This design comes from an exercise in tuning for small area on the open sky130 flow, not from production work.
Only simulation tests tie the RTL to the original design; equivalence was not proved.
Power and IR drop assume default switching activity. No driver is modelled on the clock port, so clocking that relies on it looks cheaper here than on a real chip.

// rotate_points_about_centroid_core
module rotate_points_about_centroid_core #(
  parameter int MaxVertices = 64
) (
  input  wire logic               clk,
  input  wire logic               rst,
  input  wire logic               cfg_we,
  input  wire logic               cfg_idx,
  input  wire logic [15:0]        cfg_data,
  input  wire logic               in_valid,
  output logic                    in_stall,
  input  wire logic signed [15:0] x_in,
  input  wire logic signed [15:0] y_in,
  input  wire logic               last_in,
  output logic                    out_valid,
  input  wire logic               out_stall,
  output logic signed [21:0]      x_out,
  output logic signed [21:0]      y_out,
  output logic                    last_out,
  output logic                    overflow
);
==> flow/config.mk <==
export PLATFORM = sky130hd
export DESIGN_NAME = rotate_points_about_centroid_core
export DESIGN_NICKNAME = rotate_points_about_centroid_core
export VERILOG_FILES = /design/flow/design.v
export SDC_FILE = /design/flow/constraint.sdc
export NUM_CORES = 4
export LEC_CHECK = 0
export CAP_MARGIN = 20
export CORE_MARGIN = 2
export CORE_UTILIZATION = 60
export SLEW_MARGIN = 20
==> flow/constraint.sdc <==
create_clock -name core_clock -period 12.0 [get_ports {clk}]
set_input_delay 2.4000 -clock core_clock [delete_from_list [all_inputs] [get_ports {clk}]]
set_output_delay 2.4000 -clock core_clock [all_outputs]
set_load 0.01 [all_outputs]
standard.sh (not shown) runs the stock make flow with config.mk's settings and CLKGATE_MAP_FILE= SYNTH_SCRIPT=/design/flow/synth_recipe.tcl, a recipe that flattens the netlist after the stock synthesis.
==> flow/flow/run.sh <==
#!/bin/bash
# Standard ORFS layout (the standard.sh), with two changes to how the layout is made:
#  - clock tree synthesis without dummy loads, from clkbuf_8 buffers in larger clusters;
#  - port buffers made of buf_1 cells.
set -euo pipefail
export CTS_ARGS="-sink_clustering_enable -repair_clock_nets -dont_use_dummy_load -buf_list sky130_fd_sc_hd__clkbuf_16 -sink_clustering_size 36 -sink_clustering_max_diameter 70"
export BUFFER_PORTS_ARGS="-buffer_cell sky130_fd_sc_hd__buf_1"
bash standard.sh > standard.log 2>&1
Edit:
--- a/flow/flow/run.sh
+++ b/flow/flow/run.sh
@@ -5,3 +5,3 @@
 set -euo pipefail
-export CTS_ARGS="-sink_clustering_enable -repair_clock_nets -dont_use_dummy_load -buf_list sky130_fd_sc_hd__clkbuf_16 -sink_clustering_size 36 -sink_clustering_max_diameter 70"
+export CTS_ARGS="-sink_clustering_enable -repair_clock_nets -dont_use_dummy_load -buf_list sky130_fd_sc_hd__clkbuf_8 -sink_clustering_size 20 -sink_clustering_max_diameter 50"
 export BUFFER_PORTS_ARGS="-buffer_cell sky130_fd_sc_hd__buf_1"
Outcome:
- clock-buffer cell count climbs by 65
- setup slack is worse by 0.025 ns
- sequential share of layout area is lower by 0.11 points
- global-route usage climbs by 0.17 points
- area after synthesis is unchanged
- die area does not change

* * *

rotate_points_about_centroid_core, a different RTL version from the one above (not shown whole).
For scale: ~3200 cells after synthesis, roughly 2200 flip-flops, ~100 I/O pins, ~51000 µm² of cells after synthesis.
// rotate_points_about_centroid_core
module rotate_points_about_centroid_core #(
  parameter int MaxVertices = 64
) (
  input  wire logic               clk,
  input  wire logic               rst,
  input  wire logic               cfg_we,
  input  wire logic               cfg_idx,
  input  wire logic [15:0]        cfg_data,
  input  wire logic               in_valid,
  output logic                    in_stall,
  input  wire logic signed [15:0] x_in,
  input  wire logic signed [15:0] y_in,
  input  wire logic               last_in,
  output logic                    out_valid,
  input  wire logic               out_stall,
  output logic signed [21:0]      x_out,
  output logic signed [21:0]      y_out,
  output logic                    last_out,
  output logic                    overflow
);
==> flow/config.mk <==
export PLATFORM = sky130hd
export DESIGN_NAME = rotate_points_about_centroid_core
export DESIGN_NICKNAME = rotate_points_about_centroid_core
export VERILOG_FILES = /design/flow/design.v
export SDC_FILE = /design/flow/constraint.sdc
export NUM_CORES = 4
export LEC_CHECK = 0
export CAP_MARGIN = 20
export CORE_MARGIN = 2
export CORE_UTILIZATION = 40
export CTS_BUF_LIST = sky130_fd_sc_hd__clkbuf_4
export SLEW_MARGIN = 20
==> flow/constraint.sdc <==
create_clock -name core_clock -period 12.0 [get_ports {clk}]
set_input_delay 2.4000 -clock core_clock [delete_from_list [all_inputs] [get_ports {clk}]]
set_output_delay 2.4000 -clock core_clock [all_outputs]
set_load 0.01 [all_outputs]
run.sh (not shown) runs the stock make flow with config.mk's settings and CLKGATE_MAP_FILE= SYNTH_SCRIPT=/design/flow/synth_recipe.tcl, a recipe that flattens the netlist after the stock synthesis.
Stock flow here: none of the scripts above is used.
==> next run, changes <==
Settings changed: CTS_BUF_LIST sky130_fd_sc_hd__clkbuf_4 to unset.
- global-route usage goes down by 0.46 points
- total power goes up by 4.4%
- setup slack degrades by 24 ps
- synthesized area does not change
- utilization goes up by 0.31 points
==> next run, changes <==
Settings changed: CTS_BUF_LIST set to sky130_fd_sc_hd__clkbuf_8.
Outcome: Worst setup slack improves by 110 ps. Synthesized cell count stays the same. Cell area falls slightly. Core utilization drops by 0.17 points. Clock skew rose by 29 ps. Synthesized area is unchanged. Sequential share of layout area rises by 0.26 points.

* * *

Another version of the RTL of rotate_points_about_centroid_core (not shown whole).
Size in the first run: about 3100 cells after synthesis, about 2200 flip-flops, roughly 0.051 mm2 of cells after synthesis.
// rotate_points_about_centroid_core
module rotate_points_about_centroid_core #(
  parameter int MaxVertices = 64
) (
  input  wire logic               clk,
  input  wire logic               rst,
  input  wire logic               cfg_we,
  input  wire logic               cfg_idx,
  input  wire logic [15:0]        cfg_data,
  input  wire logic               in_valid,
  output logic                    in_stall,
  input  wire logic signed [15:0] x_in,
  input  wire logic signed [15:0] y_in,
  input  wire logic               last_in,
  output logic                    out_valid,
  input  wire logic               out_stall,
  output logic signed [21:0]      x_out,
  output logic signed [21:0]      y_out,
  output logic                    last_out,
  output logic                    overflow
);
  typedef enum logic [3:0] {
    S_LOAD0, S_LOAD, S_SUMW, S_SUM, S_CHK, S_DIV, S_STORE, S_WAIT, S_RUN
  } st_t;
  st_t               st;
  logic [63:0][31:0] ring;
  logic [5:0]        ph;
  logic [6:0]        cnt;
  logic              dropped;
  logic [15:0]       cos_r, sin_r;
  logic [33:0]       P;
  logic [15:0]       mx, my;
  logic              sx, sy;
  logic [21:0]       y_q;
  logic              axis, neg, r, ov;
  logic full, acc, wr;
  assign full = cnt[6];
  always_comb begin
    in_stall = 1'b1;
    if (st == S_LOAD0) in_stall = 1'b0;
    else if (st == S_LOAD) in_stall = !(full || ph == cnt[5:0]);
  end
  assign acc = in_valid && !in_stall;
  assign wr = acc && (st == S_LOAD0 || !full);
  logic start, skip;
  assign start = (st == S_WAIT) && !ov && (ph == 6'd2);
  assign skip = (st == S_STORE) && axis;
  always_ff @(posedge clk) begin
    ring <= {ring[62:0], wr ? {y_in, x_in} : ring[63]};
    if (st == S_LOAD0 && acc) ph <= 6'd1;
    else ph <= ph + {4'd0, skip, !start && !skip};
  ...
export LEC_CHECK = 0
export CAP_MARGIN = 20
export CORE_MARGIN = 2
export CORE_UTILIZATION = 40
export SLEW_MARGIN = 20
create_clock -name core_clock -period 12.0 [get_ports {clk}]
standard.sh (not shown) runs the stock make flow with config.mk's settings and CLKGATE_MAP_FILE= SYNTH_SCRIPT=/design/flow/synth_recipe.tcl, a recipe that flattens the netlist after the stock synthesis.
==> flow/flow/run.sh <==
#!/bin/bash
# Standard ORFS layout (the standard.sh), with two changes to how the layout is made:
#  - clock tree synthesis without dummy loads, from clkbuf_8 buffers in larger clusters;
#  - port buffers made of buf_1 cells.
set -euo pipefail
export CTS_ARGS="-sink_clustering_enable -repair_clock_nets -dont_use_dummy_load -buf_list sky130_fd_sc_hd__clkbuf_8"
export BUFFER_PORTS_ARGS="-buffer_cell sky130_fd_sc_hd__buf_1"
bash standard.sh > standard.log 2>&1
Next try:
--- a/flow/flow/run.sh
+++ b/flow/flow/run.sh
@@ -5,3 +5,3 @@
 set -euo pipefail
-export CTS_ARGS="-sink_clustering_enable -repair_clock_nets -dont_use_dummy_load -buf_list sky130_fd_sc_hd__clkbuf_8"
+export CTS_ARGS="-sink_clustering_enable -repair_clock_nets -dont_use_dummy_load -buf_list sky130_fd_sc_hd__clkbuf_8 -sink_clustering_size 20 -sink_clustering_max_diameter 40"
 export BUFFER_PORTS_ARGS="-buffer_cell sky130_fd_sc_hd__buf_1"
- CORE_UTILIZATION: 40 -> 70
The changed run completed without violations.
Power is lower by 9.8%.
Maximum frequency fell by 2.0%.
First-iteration DRC count goes up by 30%.
Global-route usage came out higher by 12 points.
Final area fell by 5.7%.

re-timing with driven ports:
In the flow no input, the clock included, has a driving cell. The finished layouts below were timed again as built, in two steps. Step 1: set_driving_cell puts a clkbuf_16 on clk and a buf_2 on each other input, an assumption about the parent block. Step 2, shift: input delay + t, output delay - t, t = (earliest + latest rising clock arrival at the registers) / 2. This alone moves slack from input paths to output paths. Slacks: ideal ports / drivers / drivers and shift; pairs: ideal ports / drivers.
run	t, ns	setup WS [ns]	worst setup path at the end	clock arrival spread, ns
the first run of note 1	0.682	0.523 / 0.523 / 0.523	register to register	0.110 / 0.110
the second run of note 1	0.823	0.498 / 0.498 / 0.498	register to register	0.123 / 0.123
the first run of note 2	1.198	4.987 / 4.987 / 4.987	register to register	0.140 / 0.141
the second run of note 2	0.827	4.963 / 4.963 / 4.963	register to register	0.059 / 0.058
the third run of note 2	0.969	5.070 / 5.070 / 5.070	register to register	0.093 / 0.092
the first run of note 3	0.972	4.951 / 4.951 / 4.951	register to register	0.113 / 0.113
the second run of note 3	0.812	4.810 / 4.810 / 4.810	register to register	0.146 / 0.145
After both steps setup and hold are still met in every run listed.
